What follows belongs to an exercise in optimizing a design on an open flow for small area and a short achievable clock period; a production flow would make more cautious choices. RTL that was checked went through simulation tests only; none was proved equivalent to the original. Power and IR drop assume default switching activity.

Design fixed_order_selector, start of the top module:
module fixed_order_selector #(
  parameter int  SAMPLE_W   = 16,
  parameter int  BLOCK_SIZE = 4096,
  parameter int  MAX_ORDER  = 4,
  localparam int RES_W      = SAMPLE_W + MAX_ORDER,
  localparam int IDX_W      = $clog2(BLOCK_SIZE),
  localparam int SUM_W      = RES_W + IDX_W
) (
  input  logic                       iClock,
  input  logic                       iReset_n,
  input  logic                       iEnable,
  input  logic signed [SAMPLE_W-1:0] iSample,
  output logic [2:0]                 oBest,
  output logic [SUM_W-1:0]           oBestSum,
  output logic                       oValid,
  output logic                       oBlockStart
);
Size in the first run: roughly 1900 cells after synthesis, ~56 I/O pins, roughly 0.019 sq mm of cells after synthesis.
==> flow/config.mk <==
export PLATFORM = sky130hd
export DESIGN_NAME = fixed_order_selector
export DESIGN_NICKNAME = fixed_order_selector
export VERILOG_FILES = /design/flow/design.v
export SDC_FILE = /design/flow/constraint.sdc
export NUM_CORES = 4
export LEC_CHECK = 0
export CAP_MARGIN = 20
export CORE_MARGIN = 2
export CORE_UTILIZATION = 60
export SLEW_MARGIN = 70
==> flow/constraint.sdc <==
create_clock -name core_clock -period 11.0 [get_ports {iClock}]
set_input_delay 2.2000 -clock core_clock [delete_from_list [all_inputs] [get_ports {iClock}]]
set_output_delay 2.2000 -clock core_clock [all_outputs]
set_load 0.01 [all_outputs]
standard.sh (not shown) runs the stock make flow with config.mk's settings and CLKGATE_MAP_FILE= SYNTH_SCRIPT=/design/flow/synth_recipe.tcl, a recipe that flattens the netlist after the stock synthesis.
==> flow/flow/run.sh <==
#!/bin/bash
set -euo pipefail
export BUFFER_PORTS_ARGS="-buffer_cell sky130_fd_sc_hd__buf_4"
export CTS_ARGS="-sink_clustering_enable -repair_clock_nets -sink_clustering_size 24 -sink_clustering_max_diameter 45 -sink_clustering_levels 1 -buf_list sky130_fd_sc_hd__clkbuf_8 -root_buf sky130_fd_sc_hd__clkbuf_16 -dont_use_dummy_load"
bash standard.sh > standard.log 2>&1
The starting point passed the timing, design-rule and antenna checks.
Next try:
==> flow/flow/run.sh (replaced) <==
#!/bin/bash
set -euo pipefail
export BUFFER_PORTS_ARGS="-buffer_cell sky130_fd_sc_hd__buf_4"
export CTS_ARGS="-sink_clustering_enable -repair_clock_nets -sink_clustering_size 24 -sink_clustering_max_diameter 45 -buf_list sky130_fd_sc_hd__clkbuf_8 -root_buf sky130_fd_sc_hd__clkbuf_16 -dont_use_dummy_load"
bash standard.sh > standard.log 2>&1
Settings changed: CORE_UTILIZATION 60 to 70.
Outcome: The changed run ran to the end with no violations; sequential power stays flat; cell count drops slightly; power barely changes; final area hardly moves; clock power drops slightly; sequential cell count does not change; maximum frequency drops slightly; worst setup slack loses 0.025 ns; routed wire length drops slightly.
Next try:
Settings changed: CORE_UTILIZATION 70 to 60.
Design area stays flat.
Die area increases by about a fifth.
Sequential power hardly moves.
Global-route usage decreases by 3.4 points.
Setup slack improved by 0.025 ns.
Function was not checked in any run of this note: the RTL went through the layout flow alone.

---

fixed_order_selector, a different RTL version from the one above (not shown whole).
Size: ~2200 cells after synthesis, ~380 flip-flops, ~0.021 mm² of cells after synthesis.
export LEC_CHECK = 0
export CAP_MARGIN = 20
export CORE_MARGIN = 2
export CORE_UTILIZATION = 60
export CTS_BUF_LIST = sky130_fd_sc_hd__clkbuf_4 sky130_fd_sc_hd__clkbuf_8
export SLEW_MARGIN = 20
create_clock -name core_clock -period 11.0 [get_ports {iClock}]
==> flow/flow/run.sh <==
#!/bin/bash
set -euo pipefail
export BUFFER_PORTS_ARGS="-buffer_cell sky130_fd_sc_hd__buf_4"
bash standard.sh > standard.log 2>&1
The first run finished with timing, DRC and antenna clean.
Edit:
==> flow/run.sh (new file) <==
#!/bin/bash
# synth_recipe.tcl (not shown) runs the flow's synth.tcl, then flattens the netlist and writes it again
# the make line also repeats each setting of config.mk as NAME=value (left out here)
make -C /OpenROAD-flow-scripts/flow DESIGN_CONFIG=/design/flow/config.mk WORK_HOME=/design/flow/orfs CLKGATE_MAP_FILE= SYNTH_SCRIPT=/design/flow/synth_recipe.tcl finish
Settings changed: CORE_UTILIZATION 60 to 40, CTS_BUF_LIST sky130_fd_sc_hd__clkbuf_4 sky130_fd_sc_hd__clkbuf_8 to default.
removed: flow/flow/run.sh
removed: flow/standard.sh
Result: The new run finished clean. Count of clock-buffer cells in the layout is lower by 41. Power goes up by about 1.6%. Clock power rose by about 10%. Setup slack degrades by 0.11 ns. Global-route usage came out lower by 9.2 points. Utilization shrinks by 21 points. Routed wire length hardly moves.
Edit:
Settings changed: CORE_UTILIZATION 40 to 60, CTS_BUF_LIST from default to sky130_fd_sc_hd__clkbuf_4 sky130_fd_sc_hd__clkbuf_8.
Outcome:
- The new run went through all stages and came out clean
- final cell count is lower by a few percent
- via count came out higher slightly
- core utilization grows by 21 points
- worst hold slack gains 0.0038 ns
- setup slack improves by 0.075 ns
- total power shrinks by a few percent
- sequential power barely changes
- design area fell slightly
- die area falls by a quarter to a third
- first-iteration DRC count rises slightly
- non-clock buffer count does not change
Function was not checked in any run of this note: the RTL went through the layout flow alone.

---

Another version of the RTL of fixed_order_selector (not shown whole).
For scale: ~1,900 cells after synthesis, about 56 I/O pins, about 19,000 sq um of cells after synthesis.
Settings: LEC_CHECK=0, CAP_MARGIN=20, CORE_MARGIN=2, CORE_UTILIZATION=45, PLACE_DENSITY=0.75, SLEW_MARGIN=60; clock period 11.0 ns.
==> flow/flow/run.sh <==
#!/bin/bash
set -euo pipefail
export BUFFER_PORTS_ARGS="-buffer_cell sky130_fd_sc_hd__buf_4"
export CTS_ARGS="-sink_clustering_enable -repair_clock_nets -sink_clustering_size 24 -sink_clustering_max_diameter 45 -buf_list sky130_fd_sc_hd__clkbuf_8 -root_buf sky130_fd_sc_hd__clkbuf_16 -dont_use_dummy_load"
bash standard.sh > standard.log 2>&1
The starting point completed with no timing, DRC or antenna violations.
==> next run, changes <==
==> flow/flow/run.sh (replaced) <==
#!/bin/bash
set -euo pipefail
export BUFFER_PORTS_ARGS="-buffer_cell sky130_fd_sc_hd__buf_2"
export CTS_ARGS="-sink_clustering_enable -repair_clock_nets -sink_clustering_size 32 -sink_clustering_max_diameter 60 -buf_list sky130_fd_sc_hd__clkbuf_16 -root_buf sky130_fd_sc_hd__clkbuf_16 -dont_use_dummy_load"
bash standard.sh > standard.log 2>&1
Settings changed: CORE_UTILIZATION 45 to 60, PLACE_DENSITY 0.75 to default.
The changed run completed without violations.
Die area falls by 25%.
Non-clock buffer count goes up by 4.
Clock skew shrinks by 34 ps.
Clock power goes up by 28%.
Sequential cell count stays the same.
Critical path depth does not change.
Setup slack improved by 10 ps.
Routed wire length is lower by 1.2%.
Via count is lower by 2.8%.
Total power is higher by 3.9%.
==> next run, changes <==
==> flow/flow/run.sh (replaced) <==
#!/bin/bash
set -euo pipefail
export BUFFER_PORTS_ARGS="-buffer_cell sky130_fd_sc_hd__buf_4"
export CTS_ARGS="-sink_clustering_enable -repair_clock_nets -sink_clustering_size 24 -sink_clustering_max_diameter 45 -buf_list sky130_fd_sc_hd__clkbuf_8 -root_buf sky130_fd_sc_hd__clkbuf_16 -dont_use_dummy_load"
bash standard.sh > standard.log 2>&1
Result: Sequential share of layout area increases by 0.29 points. Count of clock-buffer cells in the layout increases by 9. Final area decreases by about 0.6%. Setup slack gains 3.1 ps. Worst hold slack gains 16 ps. Core utilization decreases by 0.41 points. Synthesized cell count does not change.

-- what the ideal ports hide --
In the flow no input, the clock included, has a driving cell. The finished layouts below were timed again as built, in two steps. Step 1 (the two cells are an assumption about what drives the block):
set clk [get_ports {iClock}]
set_driving_cell -lib_cell sky130_fd_sc_hd__clkbuf_16 $clk
set_driving_cell -lib_cell sky130_fd_sc_hd__buf_2 [delete_from_list [all_inputs] $clk]
Step 2 adds t to the input delays and takes it off the output delays; t is the mean of the earliest and latest rising clock arrival at the registers after step 1. Input paths then give back, and output paths get back, about the clock's delay inside the block. a / b / c = ideal ports / drivers / drivers and shift; a / b = the first two.
run	t (ns)	setup WS [ns]	latest minus earliest clock arrival (ns)	worst register clock-pin slew, ns	worst slew at a driven data input, ns
the first run of note 1	0.547	7.680 / 7.625 / 7.699	0.064 / 0.064	0.11 / 0.11	0.04
the second run of note 1	0.547	7.655 / 7.603 / 7.732	0.058 / 0.058	0.11 / 0.11	0.04
the third run of note 1	0.547	7.680 / 7.625 / 7.699	0.064 / 0.064	0.11 / 0.11	0.04
the first run of note 2	0.648	7.087 / 7.087 / 7.087	0.036 / 0.036	0.07 / 0.07	0.03
the second run of note 2	0.627	6.977 / 6.977 / 6.977	0.033 / 0.033	0.07 / 0.07	0.04
the third run of note 2	0.651	7.051 / 7.051 / 6.969	0.039 / 0.038	0.06 / 0.06	0.03
the first run of note 3	0.541	7.688 / 7.633 / 7.622	0.085 / 0.085	0.10 / 0.10	0.03
the second run of note 3	0.553	7.699 / 7.645 / 7.495	0.044 / 0.044	0.08 / 0.08	0.03
the third run of note 3	0.559	7.702 / 7.649 / 7.591	0.041 / 0.041	0.09 / 0.09	0.04
After both steps every run listed still meets setup and hold. The setup slack of the second run of note 3, which loses most, moves by -0.054 ns with the drivers and by -0.204 ns with both steps.
